Background: an optimization exercise with open tools, aiming at small area, a short achievable clock period and few clock cycles. Do not read the settings as production practice. Only simulation tests tie the RTL to the original design; equivalence was not proved. Power figures rest on the tool's default switching activity, not on a simulated workload.

==> design/flow/design.v <==
package phdc_pkg;
  localparam int unsigned PosW  = 16;
  localparam int unsigned PosXW = PosW + 1;
  localparam logic [PosW-1:0] PosMax = '1;
  localparam int unsigned LenW = 15;
  localparam int unsigned WinW = 5;
  localparam int unsigned CrcW = 32;
  localparam logic [CrcW-1:0] CrcPoly = 32'hEDB8_8320;
  localparam logic [CrcW-1:0] CrcInit = 32'hFFFF_FFFF;
  localparam logic [7:0] FirstByteCrcMask = 8'hDF;
  localparam logic [PosXW-1:0] HdrCrcStart = 17'd7;
  localparam logic [PosXW-1:0] HdrEnd      = 17'd11;
  localparam logic [PosXW-1:0] CrcBytes    = 17'd4;
  localparam logic [WinW-1:0] WindowLimitRst  = 5'd31;
  localparam logic [LenW-1:0] PayloadLimitRst = 15'd512;
  typedef enum logic [0:0] {
    CfgWindowLimit  = 1'b0,
    CfgPayloadLimit = 1'b1
  } cfg_reg_e;
  typedef enum logic [2:0] {
    StOk           = 3'd0,
    StInconsistent = 3'd1,
    StNoHeader     = 3'd2,
    StType         = 3'd3,
    StWindow       = 3'd4,
    StLength       = 3'd5,
    StCrc          = 3'd6
  } status_e;
  typedef struct packed {
    status_e          status;
    logic [1:0]       pkt_type;
    logic             truncated;
    logic [WinW-1:0]  window;
    logic [LenW-1:0]  payload_length;
    logic [7:0]       seqnum;
    logic [31:0]      timestamp;
    logic [CrcW-1:0]  header_crc;
    logic [CrcW-1:0]  payload_crc;
    logic             payload_crc_checked;
  } res_t;
endpackage
import phdc_pkg::*;
module phdc_crc8 (
  input  logic [phdc_pkg::CrcW-1:0] crc_i,
  input  logic [7:0]                data_i,
  output logic [phdc_pkg::CrcW-1:0] crc_o
);
  always_comb begin
    logic [CrcW-1:0] c;
    c = crc_i ^ {{(CrcW-8){1'b0}}, data_i};
    for (int i = 0; i < 8; i++) begin
      c = (c >> 1) ^ (CrcPoly & {CrcW{c[0]}});
    end
    crc_o = c;
  end
endmodule
import phdc_pkg::*;
module phdc_parser (
  input  logic                      clk_i,
  input  logic                      rst_ni,
  input  logic                      step_i,
  input  logic [7:0]                data_i,
  input  logic                      last_i,
  input  logic [phdc_pkg::WinW-1:0] window_limit_i,
  input  logic [phdc_pkg::LenW-1:0] payload_limit_i,
  output phdc_pkg::res_t            res_o
);
  logic [PosW-1:0]  pos_q;
  logic             l_q, l_d;
  logic [LenW-1:0]  len_q, len_d;
  logic [7:0]       b0_q, b0_d;
  logic [7:0]       seq_q, seq_d;
  logic [31:0]      ts_q, ts_d;
  logic [CrcW-1:0]  crc_q, crc_d;
  logic [CrcW-1:0]  rcv_q, rcv_d;
  logic [CrcW-1:0]  hcv_q, hcv_d;
  logic             err_q, err_d;
  logic [PosXW-1:0] p_x, l_x, ts_off, n;
  logic [PosXW-1:0] hdr_crc_end, rx_end, pay_end, tail_end, need;
  logic [7:0]       crc_data;
  logic [CrcW-1:0]  crc_upd, rcv_shift, pcrc;
  logic             chk;
  phdc_pkg::status_e status;
  assign p_x    = {1'b0, pos_q};
  assign ts_off = p_x - (17'd3 + {{(PosXW-1){1'b0}}, l_q});
  always_comb begin
    b0_d  = b0_q;
    l_d   = l_q;
    len_d = len_q;
    seq_d = seq_q;
    ts_d  = ts_q;
    priority if (pos_q == 16'd0) begin
      b0_d = data_i;
    end else if (pos_q == 16'd1) begin
      l_d   = data_i[7];
      len_d = data_i[7] ? {data_i[6:0], 8'h00} : {8'h00, data_i[6:0]};
    end else if (pos_q == 16'd2 && l_q) begin
      len_d[7:0] = data_i;
    end else if (p_x == 17'd2 + {{(PosXW-1){1'b0}}, l_q}) begin
      seq_d = data_i;
    end else if (p_x >= 17'd3 + {{(PosXW-1){1'b0}}, l_q} &&
                 p_x <= 17'd6 + {{(PosXW-1){1'b0}}, l_q}) begin
      unique case (ts_off[1:0])
        2'd0: ts_d[7:0]   = data_i;
        2'd1: ts_d[15:8]  = data_i;
        2'd2: ts_d[23:16] = data_i;
        2'd3: ts_d[31:24] = data_i;
        default: ts_d = ts_q;
      endcase
    end else begin
      ts_d = ts_q;
    end
  end
  assign l_x         = {{(PosXW-1){1'b0}}, l_d};
  assign hdr_crc_end = HdrCrcStart + l_x;
  assign rx_end      = HdrEnd - 17'd1 + l_x;
  assign pay_end     = HdrEnd + l_x + {{(PosXW-LenW){1'b0}}, len_d};
  assign tail_end    = pay_end + CrcBytes;
  assign crc_data  = (pos_q == 16'd0) ? (data_i & FirstByteCrcMask) : data_i;
  assign rcv_shift = {rcv_q[CrcW-9:0], data_i};
  phdc_crc8 u_crc8 (
    .crc_i  (crc_q),
    .data_i (crc_data),
    .crc_o  (crc_upd)
  );
  always_comb begin
    crc_d = crc_q;
    rcv_d = rcv_q;
    hcv_d = hcv_q;
    err_d = err_q;
    priority if (p_x < hdr_crc_end) begin
      crc_d = crc_upd;
      if (p_x == hdr_crc_end - 17'd1) begin
        hcv_d = ~crc_upd;
        crc_d = CrcInit;
      end
    end else if (p_x <= rx_end) begin
      rcv_d = rcv_shift;
      if (p_x == rx_end && rcv_shift != hcv_q) begin
        err_d = 1'b1;
      end
    end else if (p_x < pay_end) begin
      crc_d = crc_upd;
    end else if (p_x < tail_end) begin
      rcv_d = rcv_shift;
    end else begin
      rcv_d = rcv_q;
    end
  end
  assign n    = p_x + 17'd1;
  assign chk  = (len_d != '0) && !b0_d[5];
  assign need = chk ? tail_end : pay_end;
  assign pcrc = ~crc_d;
  always_comb begin
    priority if (n < HdrCrcStart) begin
      status = StNoHeader;
    end else if (n < HdrEnd) begin
      status = StInconsistent;
    end else if (b0_d[7:6] == 2'd0) begin
      status = StType;
    end else if (b0_d[4:0] > window_limit_i) begin
      status = StWindow;
    end else if (len_d > payload_limit_i) begin
      status = StLength;
    end else if (n < HdrEnd + l_x) begin
      status = StInconsistent;
    end else if (err_d) begin
      status = StCrc;
    end else if (n < need) begin
      status = StInconsistent;
    end else if (chk && rcv_d != pcrc) begin
      status = StCrc;
    end else begin
      status = StOk;
    end
  end
  logic checked;
  assign checked = chk && !err_d && (n >= need) && (n >= HdrEnd + l_x) &&
                   (status == StOk || status == StCrc);
  always_comb begin
    res_o.status              = status;
    res_o.pkt_type            = b0_d[7:6];
    res_o.truncated           = b0_d[5];
    res_o.window              = b0_d[4:0];
    res_o.payload_length      = len_d;
    res_o.seqnum              = seq_d;
    res_o.timestamp           = ts_d;
    res_o.header_crc          = hcv_d;
    res_o.payload_crc         = checked ? pcrc : '0;
    res_o.payload_crc_checked = checked;
  end
  always_ff @(posedge clk_i or negedge rst_ni) begin
    if (!rst_ni) begin
      pos_q <= '0;
      l_q   <= 1'b0;
      len_q <= '0;
      b0_q  <= '0;
      seq_q <= '0;
      ts_q  <= '0;
      crc_q <= CrcInit;
      rcv_q <= '0;
      hcv_q <= '0;
      err_q <= 1'b0;
    end else if (step_i) begin
      if (last_i) begin
        pos_q <= '0;
        l_q   <= 1'b0;
        len_q <= '0;
        b0_q  <= '0;
        seq_q <= '0;
        ts_q  <= '0;
        crc_q <= CrcInit;
        rcv_q <= '0;
        hcv_q <= '0;
        err_q <= 1'b0;
      end else begin
        pos_q <= (pos_q != PosMax) ? pos_q + 16'd1 : pos_q;
        l_q   <= l_d;
        len_q <= len_d;
        b0_q  <= b0_d;
        seq_q <= seq_d;
        ts_q  <= ts_d;
        crc_q <= crc_d;
        rcv_q <= rcv_d;
        hcv_q <= hcv_d;
        err_q <= err_d;
      end
    end
  end
endmodule
import phdc_pkg::*;
module packet_header_decoder_crc32_top (
  input  logic                      clk_i,
  input  logic                      rst_ni,
  input  logic                      in_valid_i,
  output logic                      in_ready_o,
  input  logic [7:0]                data_byte_i,
  input  logic                      last_byte_i,
  output logic                      out_valid_o,
  input  logic                      out_ready_i,
  output logic [2:0]                status_o,
  output logic [1:0]                pkt_type_o,
  output logic                      truncated_o,
  output logic [phdc_pkg::WinW-1:0] window_o,
  output logic [phdc_pkg::LenW-1:0] payload_length_o,
  output logic [7:0]                seqnum_o,
  output logic [31:0]               timestamp_o,
  output logic [phdc_pkg::CrcW-1:0] header_crc_o,
  output logic [phdc_pkg::CrcW-1:0] payload_crc_o,
  output logic                      payload_crc_checked_o,
  input  logic                      cfg_valid_i,
  output logic                      cfg_ready_o,
  input  logic [0:0]                cfg_index_i,
  input  logic [phdc_pkg::LenW-1:0] cfg_data_i
);
  logic            in_valid_q;
  logic [7:0]      in_data_q;
  logic            in_last_q;
  logic            out_valid_q;
  phdc_pkg::res_t  res_q, res;
  logic            out_free, fire;
  logic [WinW-1:0] window_limit_q;
  logic [LenW-1:0] payload_limit_q;
  assign out_free   = !out_valid_q || out_ready_i;
  assign fire       = in_valid_q && (!in_last_q || out_free);
  assign in_ready_o = !in_valid_q || fire;
  always_ff @(posedge clk_i or negedge rst_ni) begin
    if (!rst_ni) begin
      in_valid_q <= 1'b0;
    end else if (in_ready_o) begin
      in_valid_q <= in_valid_i;
    end
  end
  always_ff @(posedge clk_i) begin
    if (in_valid_i && in_ready_o) begin
      in_data_q <= data_byte_i;
      in_last_q <= last_byte_i;
    end
  end
  assign cfg_ready_o = 1'b1;
  always_ff @(posedge clk_i or negedge rst_ni) begin
    if (!rst_ni) begin
      window_limit_q  <= WindowLimitRst;
      payload_limit_q <= PayloadLimitRst;
    end else if (cfg_valid_i) begin
      unique case (cfg_index_i)
        CfgWindowLimit:  window_limit_q  <= cfg_data_i[WinW-1:0];
        CfgPayloadLimit: payload_limit_q <= cfg_data_i;
        default: ;
      endcase
    end
  end
  phdc_parser u_parser (
    .clk_i           (clk_i),
    .rst_ni          (rst_ni),
    .step_i          (fire),
    .data_i          (in_data_q),
    .last_i          (in_last_q),
    .window_limit_i  (window_limit_q),
    .payload_limit_i (payload_limit_q),
    .res_o           (res)
  );
  always_ff @(posedge clk_i or negedge rst_ni) begin
    if (!rst_ni) begin
      out_valid_q <= 1'b0;
    end else if (fire && in_last_q) begin
      out_valid_q <= 1'b1;
    end else if (out_ready_i) begin
      out_valid_q <= 1'b0;
    end
  end
  always_ff @(posedge clk_i) begin
    if (fire && in_last_q) begin
      res_q <= res;
    end
  end
  assign out_valid_o           = out_valid_q;
  assign status_o              = res_q.status;
  assign pkt_type_o            = res_q.pkt_type;
  assign truncated_o           = res_q.truncated;
  assign window_o              = res_q.window;
  assign payload_length_o      = res_q.payload_length;
  assign seqnum_o              = res_q.seqnum;
  assign timestamp_o           = res_q.timestamp;
  assign header_crc_o          = res_q.header_crc;
  assign payload_crc_o         = res_q.payload_crc;
  assign payload_crc_checked_o = res_q.payload_crc_checked;
endmodule
==> design/flow/run.sh <==
#!/bin/bash
# synth_recipe.tcl (not shown) runs the flow's synth.tcl, then flattens the netlist and writes it again
# the make line also repeats each setting of config.mk as NAME=value (left out here)
make -C /OpenROAD-flow-scripts/flow DESIGN_CONFIG=/design/flow/config.mk WORK_HOME=/design/flow/orfs CLKGATE_MAP_FILE= SYNTH_SCRIPT=/design/flow/synth_recipe.tcl finish
==> design/flow/config.mk <==
export PLATFORM = sky130hd
export DESIGN_NAME = packet_header_decoder_crc32_top
export DESIGN_NICKNAME = packet_header_decoder_crc32_top
export VERILOG_FILES = /design/flow/design.v
export SDC_FILE = /design/flow/constraint.sdc
export NUM_CORES = 4
export LEC_CHECK = 0
export CAP_MARGIN = 20
export CORE_MARGIN = 2
export CORE_UTILIZATION = 40
export SETUP_SLACK_MARGIN = 0.5
export SLEW_MARGIN = 20
==> design/flow/constraint.sdc <==
create_clock -name core_clock -period 11.0 [get_ports {clk_i}]
set_input_delay 2.2000 -clock core_clock [delete_from_list [all_inputs] [get_ports {clk_i}]]
set_output_delay 2.2000 -clock core_clock [all_outputs]
set_load 0.01 [all_outputs]
==> flow_summary_export.csv <==
group,metric,value,unit
outcome,status,"timing/DRC/antenna clean",
sta,rsz0062_at_grt,"false",
yosys,synth_adder_area_share,5.798,%
cells_and_area,areaGrowthSynthToFinish,18.87,%
yosys,yosys.area.top_type_share,22.09,%
cts,ctsHoldBuffers,0,
yosys,synthTopCellsByCount,"dfrtp_1 (161), edfxtp_1 (140), xnor2_1 (133), nand2_1 (125), a22o_1 (124)",
sta,finalSetupViolations,0,
detailed_routing,vias,14790,
sta,maxSlewHeadroom,32.97,%
yosys,synth.area.mux_share,4.989,%
cts,clk_pin_slew,60,ps
cts,cts_tree,"yes",
setup_path,required,11300,ps
sta,period_needed,9992,ps
detailed_routing,drc,0,
sta,fmax,100.1,MHz
die,die-area,0.04934,mm²
cts,clockRootBuffer,"clkbuf_16",
global_route,grt_pass1_vias,14890,
yosys,yosysSeqAreaShare,48.50,%
power,peakVddDrop,154.1,µV
cts,cts.path.max_buffers,3,
yosys,synth_compound_area_share,16.99,%
setup_path,path_max_fanout,19,
yosys,synthCells,1747,
setup_path,crit_type,"flip-flop to flip-flop",
power,total_power,5.415,mW
cts,clock-sinks,339,
die,die_h,222.1,µm
power,powerDensity,239.3,mW/mm²
yosys,synth.distinct_cells,99,
cells_and_area,diodes,0,
sta,tightestPinTransition,996.2,ps
detailed_routing,viasPerCell,5.850,
yosys,postSynth.asyncResetShare,58.70,%
setup_path,critPathLaunchType,"flip-flop",
yosys,synth_top_family_by_area,"compound AO/OA/AOI/OAI gates",
place,port_buffers,162,
cts,numCtsBuffers,39,
cells_and_area,final_nets,2008,
detailed_routing,wl_per_cell,24.83,µm
cts,ctsResizeCount,0,
cts,htreeDepth,2,
die,start_util,40.71,%
detailed_routing,first_iter_violations,1142,
yosys,yosys-top-cells-area,"edfxtp_1 (22%), dfrtp_1 (21%), xnor2_1 (6.1%)",
place,globalplace.congestion,0.9434,
detailed_routing,dr.pass1.iters,5,
sta,fin_skew,32.12,ps
yosys,yosys.area.top_type,"edfxtp_1",
yosys,avgSynthCellArea,10.89,µm²
sta,min_period_over_period,90.84,%
place,place_hpwl,44980,µm
yosys,synth.most_common_cell,"dfrtp_1",
die,placement_rows,79,
yosys,synth_xor_xnor_area_share,8.329,%
yosys,synthFlopType,"dfrtp_1",
die,coreArea,0.04675,mm²
sta,maxSlewViolCount,0,
global_route,grt_max_degree,82,
detailed_routing,ant_nets,0,
worst_hold_path,hold_class,"flip-flop to flip-flop",
cells_and_area,drive_gt1_share,12.02,%
yosys,synth-simple-area-share,11.83,%
global_route,antenna_found_initial,1,
sta,finalHoldViolCount,0,
die,die_w,222.1,µm
sta,timing.setup.tns,0,ps
place,post-place-ws,716.3,ps
setup_path,cp-end-kind,"flip-flop",
job,drv_cap,0,
yosys,syn_area,0.01903,mm²
sta,layout_setup_ws,1008,ps
yosys,synth_edf_count,140,
setup_path,max_stage_delay,620,ps
setup_path,cp_common_cell,"ha_1",
power,p_leak,9.408,nW
global_route,grt_first_pass_wirelength,94100,µm
yosys,ys.warnings.count,3,
setup_path,critical-path-slowest-cell,"a2111oi_4",
detailed_routing,finalWirelength,62770,µm
setup_path,critical_path_arrival,10290,ps
cts,clk-insertion-delay-late,570,ps
global_route,grt_util_all_layers,25.32,%
cts,postCtsSetupBuffers,0,
die,ios,164,
yosys,yosys_register_bits,339,
global_route,grt_remaining_overflow,0,
state kept, by name, summed over array words and instances (netlist names):
signal           flops
res_q              131
u_parser.crc_q      32
u_parser.hcv_q      32
u_parser.rcv_q      32
u_parser.ts_q       32
u_parser.pos_q      16
payload_limit_q     15
u_parser.len_q      15
in_data_q            8
u_parser.b0_q        8
u_parser.seq_q       8
window_limit_q       5
in_last_q            1
in_valid_q           1
out_valid_q          1
u_parser.err_q       1
u_parser.l_q         1
area by class of cell:
| type | instances | area (µm²) |
|---|---|---|
| repair buffers | 195 | 1873 |
| multi-input cells | 1239 | 9211 |
| inverters | 77 | 294.0 |
| clock inverters | 17 | 163.9 |
| fillers | 4313 | 24130 |
| well taps | 607 | 759.5 |
| flip-flops and latches | 339 | 9231 |
| clock buffers | 54 | 1092 |
through the flow:
step | cells | utilization (%) | hold slack, ps | cell area [µm²]
after floorplan | 1748 | - | 443.5 | 19040
after global placement | 2457 | 45.65 | 457.5 | 21340
after detailed placement | 2457 | 45.65 | 470.2 | 21340
after CTS | 2528 | 48.34 | 484.4 | 22600
after global routing | 2528 | 48.39 | 509.4 | 22630
final | 2528 | 48.39 | 478.5 | 22630
worst paths after layout:
check / startpoint / end / slack [ps] / cells past startpoint
min in group asynchronous: rst_ni / u_parser.ts_q[31] / 1660 / 1
max in group asynchronous: rst_ni / payload_limit_q[8] / 7970 / 2
worst max-delay path: u_parser.pos_q[1] / res_q[129] / 1010 / 28
worst min-delay path: u_parser.len_q[3] / u_parser.len_q[3] / 480 / 2
worst min register to register: u_parser.len_q[3] / u_parser.len_q[3] / 480 / 2
worst max register to register: u_parser.pos_q[1] / res_q[129] / 1010 / 28
placed cells by master (no fill, tap or decap), types with 6 or more instances in the layout:
cell type	netlist	routed
o31ai_1	9	9
clkinv_1	1	6
a21o_1	16	16
o21ai_0	99	99
o22ai_1	7	7
nor4_1	15	14
and2_1	12	12
xor2_1	48	47
ha_1	85	85
clkbuf_1	79	9
nor2b_1	15	15
a21oi_1	47	47
o21a_1	15	15
edfxtp_1	140	140
nand4_1	24	24
inv_1	76	75
and4_1	7	7
dfstp_2	38	38
xnor2_1	133	133
a22o_1	124	124
and3_1	9	9
nand2b_1	13	13
buf_4	3	33
a31oi_1	11	10
nand3_1	45	45
o211ai_1	14	14
mux2_2	55	55
nor3_1	18	18
a22oi_1	6	6
clkbuf_8	0	7
or4_1	9	9
dfrtp_1	161	161
clkbuf_16	0	39
nor2_1	109	107
clkdlybuf4s50_1	0	161
o22a_1	22	22
mux2i_1	33	32
nand2_1	125	123
cells by family after synthesis:
kind of cell,count (synthesis)
XOR/XNOR,181
AO/OA/AOI/OAI,434
other,1
multiplexers,88
flip-flops,339
buffers and inverters,170
adder cells (fa/ha/maj),87
AND/OR/NAND/NOR,447
worst max-delay path: cells and delay by family (launching register included):
| family | cells | cell delay (ps) |
|---|---|---|
| compound gates | 11 | 3540 |
| simple gates | 7 | 2510 |
| buf+inv | 4 | 1080 |
| fa+ha+maj | 3 | 1040 |
| xor+xnor | 2 | 610 |
| flops | 1 | 540 |
| mux | 1 | 370 |
metal layers:
| layer | up-vias | wire (µm) | GRT usage (%) |
|---|---|---|---|
| met5 | - | 13 | 0 |
| met4 | 2 | 3111 | 12.34 |
| met3 | 154 | 3664 | 3.313 |
| met2 | 558 | 29570 | 41.02 |
| met1 | 7380 | 26410 | 33.57 |
| li1 | 6694 | - | - |
where the power goes:
part	switching [mW]	leakage [nW]	internal [mW]
combinational	1.62	4.84	0.916
clock	0.543	0.608	0.745
sequential	0.109	3.96	1.48
Testbench counts, summed over its fixed seeds: cycles 157,894.

separate check: timing with driven ports:
The flow's constraints put no driver on any port. The routed layout listed below was extracted and timed again, unchanged, in two steps. Step 1, drivers: a clkbuf_16 drives clk_i and a buf_2 each remaining input, both assumed. Step 2, shift: input delay + t, output delay - t, t = (earliest + latest rising clock arrival at the registers) / 2. This alone moves slack from input paths to output paths. a / b / c = ideal / step 1 / step 2; a / b = the first two.
shift t [ns]: 0.616
setup slack, ns: 1.008 / 1.008 / 1.008
hold slack, ns: 0.479 / 0.479 / 0.479
worst setup path after step 2: register to register
cell pins on the clock port's net: 1
After both steps this run still meets setup and hold. The setup slack of this run moves by 0.000 ns with the drivers and by 0.000 ns with both steps.
